Background: an optimization exercise with open tools, aiming at small area, a short achievable clock period and few clock cycles. Do not read the settings as production practice.
Function was checked by simulation only, so behaviour that the tests miss may differ from the original.

## design/flow/run.sh

```bash
#!/bin/bash
# synth_recipe.tcl (not shown) runs the flow's synth.tcl, then flattens the netlist and writes it again
# the make line also repeats each setting of config.mk as NAME=value (left out here)
make -C /OpenROAD-flow-scripts/flow DESIGN_CONFIG=/design/flow/config.mk WORK_HOME=/design/flow/orfs CLKGATE_MAP_FILE= SYNTH_SCRIPT=/design/flow/synth_recipe.tcl finish
```

## design/flow/config.mk

```make
export PLATFORM = sky130hd
export DESIGN_NAME = conv_top
export DESIGN_NICKNAME = conv_top
export VERILOG_FILES = /design/flow/design.v
export SDC_FILE = /design/flow/constraint.sdc
export NUM_CORES = 4
export LEC_CHECK = 0
export CAP_MARGIN = 20
export CORE_MARGIN = 2
export CORE_UTILIZATION = 40
export SLEW_MARGIN = 20
```

## design/flow/constraint.sdc

```tcl
create_clock -name core_clock -period 11.0 [get_ports {clock}]
set_input_delay 2.2000 -clock core_clock [delete_from_list [all_inputs] [get_ports {clock}]]
set_output_delay 2.2000 -clock core_clock [all_outputs]
set_load 0.01 [all_outputs]
```

## design/flow/design.v

```verilog
`default_nettype none
package conv_pkg;
  localparam int DATA_W = 16;
  localparam int ACC_W = 32;
  localparam int WINDOW_DIM = 3;
  localparam int TAP_COUNT = 9;
  localparam int TAP_W = 4;
  localparam int TILES_PER_SIDE = 4;
  localparam int TILE_COUNT = 16;
  localparam int TILE_W = 4;
  localparam int IMAGE_ADDR_W = 8;
  localparam int FILTER_ADDR_W = 4;
  localparam int OUTPUT_ADDR_W = 4;
endpackage
`default_nettype wire
`timescale 1ns/1ps
`default_nettype none
module window_sequencer (
  input  wire logic                    clock,
  input  wire logic                    rst_n,
  input  wire logic                    go,
  input  wire logic                    finish,
  output logic [conv_pkg::IMAGE_ADDR_W-1:0]      image_address,
  output logic                         image_enable,
  output logic                         tap_valid,
  output logic [conv_pkg::TAP_W-1:0]             tap_index,
  output logic                         tap_first,
  output logic                         tap_last
);
  logic running;
  logic draining;
  logic start;
  logic issue;
  logic [conv_pkg::TILE_W-1:0] tile;
  logic [1:0]        row_off;
  logic [1:0]        col_off;
  logic col_end;
  logic row_end;
  logic tile_end;
  logic last_tap;
  logic [conv_pkg::IMAGE_ADDR_W/2-1:0] row_base;
  logic [conv_pkg::IMAGE_ADDR_W/2-1:0] col_base;
  logic [conv_pkg::IMAGE_ADDR_W/2-1:0] row;
  logic [conv_pkg::IMAGE_ADDR_W/2-1:0] col;
  assign start = go && !running && (!draining || finish);
  assign issue = start || running;
  assign col_end  = (col_off == 2'(conv_pkg::WINDOW_DIM - 1));
  assign row_end  = (row_off == 2'(conv_pkg::WINDOW_DIM - 1));
  assign tile_end = (tile == conv_pkg::TILE_W'(conv_pkg::TILE_COUNT - 1));
  assign last_tap = col_end && row_end && tile_end;
  assign row_base = (conv_pkg::IMAGE_ADDR_W/2)'((tile / conv_pkg::TILES_PER_SIDE) * conv_pkg::WINDOW_DIM);
  assign col_base = (conv_pkg::IMAGE_ADDR_W/2)'((tile % conv_pkg::TILES_PER_SIDE) * conv_pkg::WINDOW_DIM);
  assign row = row_base + (conv_pkg::IMAGE_ADDR_W/2)'(row_off);
  assign col = col_base + (conv_pkg::IMAGE_ADDR_W/2)'(col_off);
  always_ff @(posedge clock) begin
    if (!rst_n) begin
      running      <= 1'b0;
      draining     <= 1'b0;
      image_enable <= 1'b0;
      tap_valid    <= 1'b0;
      tap_first    <= 1'b0;
      tap_last     <= 1'b0;
      tile         <= '0;
      row_off      <= '0;
      col_off      <= '0;
    end else begin
      image_enable <= issue;
      tap_valid    <= issue;
      tap_first    <= issue && (row_off == 2'd0) && (col_off == 2'd0);
      tap_last     <= issue && row_end && col_end;
      if (issue) begin
        running <= !last_tap;
        if (col_end) begin
          col_off <= '0;
          if (row_end) begin
            row_off <= '0;
            tile    <= tile + 1'b1;
          end else begin
            row_off <= row_off + 1'b1;
          end
        end else begin
          col_off <= col_off + 1'b1;
        end
      end
      if (issue && last_tap) begin
        draining <= 1'b1;
      end else if (finish) begin
        draining <= 1'b0;
      end
    end
  end
  always_ff @(posedge clock) begin
    if (issue) begin
      image_address <= {row, col};
      tap_index     <= conv_pkg::TAP_W'(row_off * conv_pkg::WINDOW_DIM + col_off);
    end
  end
endmodule
`default_nettype wire
`timescale 1ns/1ps
`default_nettype none
module filter_cache (
  input  wire logic                     clock,
  input  wire logic                     rst_n,
  input  wire logic                     tap_valid,
  input  wire logic [conv_pkg::TAP_W-1:0]         tap_index,
  input  wire logic [conv_pkg::DATA_W-1:0]        filter_data,
  output logic [conv_pkg::FILTER_ADDR_W-1:0]      filter_address,
  output logic                          filter_enable,
  output logic [conv_pkg::DATA_W-1:0]             filter_tap
);
  logic [conv_pkg::DATA_W-1:0] tap_file [conv_pkg::TAP_COUNT];
  logic              filled;
  logic              fetch_d;
  logic [conv_pkg::TAP_W-1:0]  index_d;
  logic [conv_pkg::DATA_W-1:0] read_q;
  assign filter_enable  = tap_valid && !filled;
  assign filter_address = conv_pkg::FILTER_ADDR_W'(tap_index);
  assign filter_tap = fetch_d ? filter_data : read_q;
  always_ff @(posedge clock) begin
    if (!rst_n) begin
      fetch_d <= 1'b0;
      filled  <= 1'b0;
    end else begin
      fetch_d <= filter_enable;
      if (filter_enable && (tap_index == conv_pkg::TAP_W'(conv_pkg::TAP_COUNT - 1))) begin
        filled <= 1'b1;
      end
    end
  end
  always_ff @(posedge clock) begin
    index_d <= tap_index;
    if (fetch_d) begin
      tap_file[index_d] <= filter_data;
    end
    if (tap_valid && filled) begin
      read_q <= tap_file[tap_index];
    end
  end
endmodule
`default_nettype wire
`timescale 1ns/1ps
`default_nettype none
module tile_mac (
  input  wire logic                      clock,
  input  wire logic                      rst_n,
  input  wire logic                      tap_valid,
  input  wire logic                      tap_first,
  input  wire logic                      tap_last,
  input  wire logic signed [conv_pkg::DATA_W-1:0]  image_data,
  input  wire logic signed [conv_pkg::DATA_W-1:0]  filter_tap,
  output logic [conv_pkg::DATA_W-1:0]              result,
  output logic                           result_valid
);
  logic valid_d;
  logic first_d;
  logic last_d;
  logic signed [conv_pkg::ACC_W-1:0] product;
  logic signed [conv_pkg::ACC_W-1:0] acc;
  logic signed [conv_pkg::ACC_W-1:0] sum;
  assign product = image_data * filter_tap;
  assign sum = first_d ? product : acc + product;
  always_ff @(posedge clock) begin
    if (!rst_n) begin
      valid_d      <= 1'b0;
      first_d      <= 1'b0;
      last_d       <= 1'b0;
      result_valid <= 1'b0;
    end else begin
      valid_d      <= tap_valid;
      first_d      <= tap_valid && tap_first;
      last_d       <= tap_valid && tap_last;
      result_valid <= valid_d && last_d;
    end
  end
  always_ff @(posedge clock) begin
    if (valid_d) begin
      acc <= sum;
    end
    if (valid_d && last_d) begin
      result <= sum[conv_pkg::ACC_W-1] ? '0 : sum[conv_pkg::ACC_W-1 -: conv_pkg::DATA_W];
    end
  end
endmodule
`default_nettype wire
`timescale 1ns/1ps
`default_nettype none
module output_writer (
  input  wire logic                     clock,
  input  wire logic                     rst_n,
  input  wire logic                     go,
  input  wire logic [conv_pkg::DATA_W-1:0]        result,
  input  wire logic                     result_valid,
  output logic [conv_pkg::OUTPUT_ADDR_W-1:0]      output_address,
  output logic [conv_pkg::DATA_W-1:0]             output_data,
  output logic                          output_write,
  output logic                          finish
);
  logic [conv_pkg::TILE_W-1:0] tile_count;
  always_ff @(posedge clock) begin
    if (!rst_n) begin
      output_write   <= 1'b0;
      output_address <= '0;
      tile_count     <= '0;
      finish         <= 1'b0;
    end else begin
      output_write <= result_valid;
      if (result_valid) begin
        output_address <= conv_pkg::OUTPUT_ADDR_W'(tile_count);
        tile_count     <= tile_count + 1'b1;
      end
      if (output_write && (output_address == conv_pkg::OUTPUT_ADDR_W'(conv_pkg::TILE_COUNT - 1))) begin
        finish <= 1'b1;
      end else if (go) begin
        finish <= 1'b0;
      end
    end
  end
  always_ff @(posedge clock) begin
    if (result_valid) begin
      output_data <= result;
    end
  end
endmodule
`default_nettype wire
`timescale 1ns/1ps
`default_nettype none
module conv_top (
  input  wire logic                     clock,
  input  wire logic                     rst_n,
  input  wire logic                     go,
  output logic                          finish,
  output logic [conv_pkg::IMAGE_ADDR_W-1:0]       image_address,
  output logic                          image_enable,
  input  wire logic [conv_pkg::DATA_W-1:0]        image_data,
  output logic [conv_pkg::FILTER_ADDR_W-1:0]      filter_address,
  output logic                          filter_enable,
  input  wire logic [conv_pkg::DATA_W-1:0]        filter_data,
  output logic [conv_pkg::OUTPUT_ADDR_W-1:0]      output_address,
  output logic [conv_pkg::DATA_W-1:0]             output_data,
  output logic                          output_write
);
  logic             tap_valid;
  logic [conv_pkg::TAP_W-1:0] tap_index;
  logic             tap_first;
  logic             tap_last;
  logic [conv_pkg::DATA_W-1:0] filter_tap;
  logic [conv_pkg::DATA_W-1:0] result;
  logic              result_valid;
  window_sequencer u_sequencer (
    .clock         (clock),
    .rst_n         (rst_n),
    .go            (go),
    .finish        (finish),
    .image_address (image_address),
    .image_enable  (image_enable),
    .tap_valid     (tap_valid),
    .tap_index     (tap_index),
    .tap_first     (tap_first),
    .tap_last      (tap_last)
  );
  filter_cache u_filter_cache (
    .clock          (clock),
    .rst_n          (rst_n),
    .tap_valid      (tap_valid),
    .tap_index      (tap_index),
    .filter_data    (filter_data),
    .filter_address (filter_address),
    .filter_enable  (filter_enable),
    .filter_tap     (filter_tap)
  );
  tile_mac u_tile_mac (
    .clock        (clock),
    .rst_n        (rst_n),
    .tap_valid    (tap_valid),
    .tap_first    (tap_first),
    .tap_last     (tap_last),
    .image_data   (image_data),
    .filter_tap   (filter_tap),
    .result       (result),
    .result_valid (result_valid)
  );
  output_writer u_output_writer (
    .clock          (clock),
    .rst_n          (rst_n),
    .go             (go),
    .result         (result),
    .result_valid   (result_valid),
    .output_address (output_address),
    .output_data    (output_data),
    .output_write   (output_write),
    .finish         (finish)
  );
endmodule
`default_nettype wire
```

==> flow_metrics.tcl <==
set metrics [dict create \
    crit_path_max_incr_delay_ns 0.67 \
    cts-resized-gates 0 \
    drv_cap 0 \
    synth_cells 1918 \
    cts_hold_buf 0 \
    wirelength_mm 49.8 \
    start_kind "input pin" \
    grt-ovfl-total 0 \
    die-area_um2 56700 \
    fill_cells 4997 \
    clock_sinks 267 \
    holdWs_ns 0.417 \
    synth_area_leader_cell "edfxtp_1" \
    ant_nets 0 \
    cts_root_buffer "clkbuf_16" \
    place_congestion 0.885 \
    final_max_slew_viol_count 0 \
    routedWlPerCell_um 18.0 \
    cp_max_fo 14 \
    grt.total_usage 0.181 \
    fmax_mhz 95.8 \
    synthesis.area_um2 21900 \
    required_ns 11.26 \
    critical_path_buf_inv_count 5 \
    rows 85 \
    htreeDepth 1 \
    synth.avg_cell_area_um2 11.4 \
    grt_max_degree 48 \
    cpMostUsedCell "fa_1" \
    grt_pass1_wl_mm 80.6 \
    synth_edf_count 234 \
    drive_gt1_frac 0.107 \
    yosysSeqAreaShare 0.350 \
    drc 0 \
    setup-violations-final 0 \
    core_um2 54000 \
    antenna_found_initial 1 \
    cts_buffers 28 \
    ys_types 74 \
    dp.cells 2713 \
    clk_path_buf_depth 3 \
    hold_class "flip-flop to flip-flop" \
    vias 14100 \
    syn_nets 2350 \
    path_delay_family "adder cells" \
    endpoint_kind "flip-flop" \
    clkLatencyLatePin_ns 0.58 \
    hpwlAfterDp_mm 38.8 \
    diodes 0 \
    start_util 0.406 \
    die_w_um 238 \
    slowest_stage "clkdlybuf4s50_1" \
    nNetsFinal 2479 \
    crit_type "input pin to flip-flop" \
    tns_ns 0 \
    via_per_inst 5.10 \
    port_buffers 69 \
    ios 71 \
    grt_pass1_vias 15000 \
    worstMarginPinSlew_ns 1.04 \
    layout_min_cycle_time_ns 10.43 \
    first_iter_violations 757 \
    yosys_warnings 4 \
    slew_headroom 0.309 \
    timing.final.crit_share 0.949 \
    rsz0062_at_grt "no" \
    die_y_um 238 \
    ys.flop_type "edfxtp_1" \
    clk_transition_reported_paths_ns 0.06 \
    cp.arrival_ns 10.70 \
    ys_async_sr_fraction 0 \
    final_cells 2763 \
    post_cts_buffers 0 \
    final.setup_skew_ns 0.0452 \
    firstDrtPassIters 7 \
    synth_area_leaders "edfxtp_1, fa_1, ha_1" \
    synth_top_area_share 0.320 \
    cts_tree "yes" \
    area_growth_pct 13.5 \
    hold_viol_final 0 \
    status "complete, no violations" \
    synth-seq-cells 267 \
]
==> final cells by class <==
class	count	area (um^2)	area share
Multi-Input combinational cell	1261	12800	0.514
Sequential cell	267	7690	0.309
Timing Repair Buffer	162	1430	0.0573
Inverter	327	1230	0.0493
Tap cell	696	871	0.0350
Clock buffer	40	766	0.0308
Clock inverter	10	110	0.00442
==> Yosys cell counts, drive strengths merged, types with 22 or more instances <==
cell and n:
and2 85, clkbuf 53, xnor2 45, o21ai 55, ha 128, nand2 194
mux4 32, a21oi 57, nor2b 73, dfxtp 33, mux2i 31, xor2 22
inv 327, edfxtp 234, nor2 60, fa 269
==> routing by layer <==
layer	track usage	wire, um	vias to the layer above
li1	-	-	6560
met1	0.226	20500	7164
met2	0.328	25900	280
met3	0.0215	1890	76
met4	0.0576	1550	0
met5	0	0	-
==> worst paths after layout <==
path / endpoint / start / depth (start not counted) / slack (ns)
setup / recovery: u_tile_mac.result[4] / filter_data[2] / 31 / 0.57
setup reg to reg: u_tile_mac.result[4] / u_filter_cache.fetch_d / 32 / 1.66
hold / removal: u_output_writer.output_data[0] / u_tile_mac.result[0] / 0 / 0.42
hold reg to reg: u_output_writer.output_data[0] / u_tile_mac.result[0] / 0 / 0.42
==> metrics by stage <==
| stage | worst slack, ns | util | cell area [um^2] |
|---|---|---|---|
| floorplan | 0.867 | - | 21900 |
| global placement | 0.242 | 0.444 | 24000 |
| detailed placement | 0.0276 | 0.444 | 24000 |
| CTS | 0.580 | 0.460 | 24900 |
| global route | 0.0521 | 0.461 | 24900 |
| finish | 0.565 | 0.461 | 24900 |
==> cells by family (layout without fill, tap and decap cells) <==
group                    count (synthesis)  in the layout  share of synthesized area
AO/OA/AOI/OAI                          213            213                     0.0650
other                                    1              1                   0.000171
flip-flops                             267            267                      0.350
XOR/XNOR                                67             67                     0.0271
buffers and inverters                  390            539                     0.0677
AND/OR/NAND/NOR                        503            503                      0.115
multiplexers                            80             80                     0.0557
adder cells (fa/ha/maj)                397            397                      0.319
==> placed cells by master (no fill, tap or decap), types with 22 or more instances in the layout <==
cell type / n
mux4_2: 32
nor2b_1: 73
xor2_1: 22
a21oi_1: 51
mux2i_1: 31
dfxtp_1: 32
o21ai_0: 54
ha_1: 128
xnor2_1: 44
and2_1: 85
edfxtp_1: 234
inv_1: 327
clkdlybuf4s50_1: 69
nor2_1: 60
nand2_1: 193
fa_1: 269
buf_4: 90
clkbuf_16: 28
==> registers in the layout, summed over array words and instances (netlist names), 2 cells and up <==
| signal | flops |
|---|---|
| u_filter_cache.tap_file | 144 |
| u_tile_mac.acc | 32 |
| u_filter_cache.read_q | 16 |
| u_output_writer.output_data | 15 |
| u_tile_mac.result | 15 |
| u_sequencer.image_address | 8 |
| u_filter_cache.index_d | 4 |
| u_output_writer.output_address | 4 |
| u_output_writer.tile_count | 4 |
| u_sequencer.tap_index | 4 |
| u_sequencer.tile | 4 |
| u_sequencer.col_off | 2 |
| u_sequencer.row_off | 2 |
Testbench counts, summed over its fixed seeds: cycles 14,208.

==> separate check: timing with driven ports <==
How much do the figures lean on ideal ports? The routed layout below was timed once more, with nothing changed but the port constraints.
Step 1 sets driving cells, clkbuf_16 on the clock port and buf_2 on the other inputs (assumed; they add their load-dependent delay and slew).
Step 2 times the ports against the registers' clock, not the clock port: input delays grow and output delays shrink by t, the midpoint of the rising clock arrivals with the driver on.
Three values: ideal ports, drivers, drivers and shift; two values: the first two.
t, ns: 0.613
slack for setup (ns): 0.565 / 0.582 / -0.032
worst setup path after step 2: input to register
pins driven straight from the clock port: 1
With both steps, setup timing fails in this run, where it was met with ideal ports. The setup slack of this run moves by +0.017 ns with the drivers and by -0.597 ns with both steps.
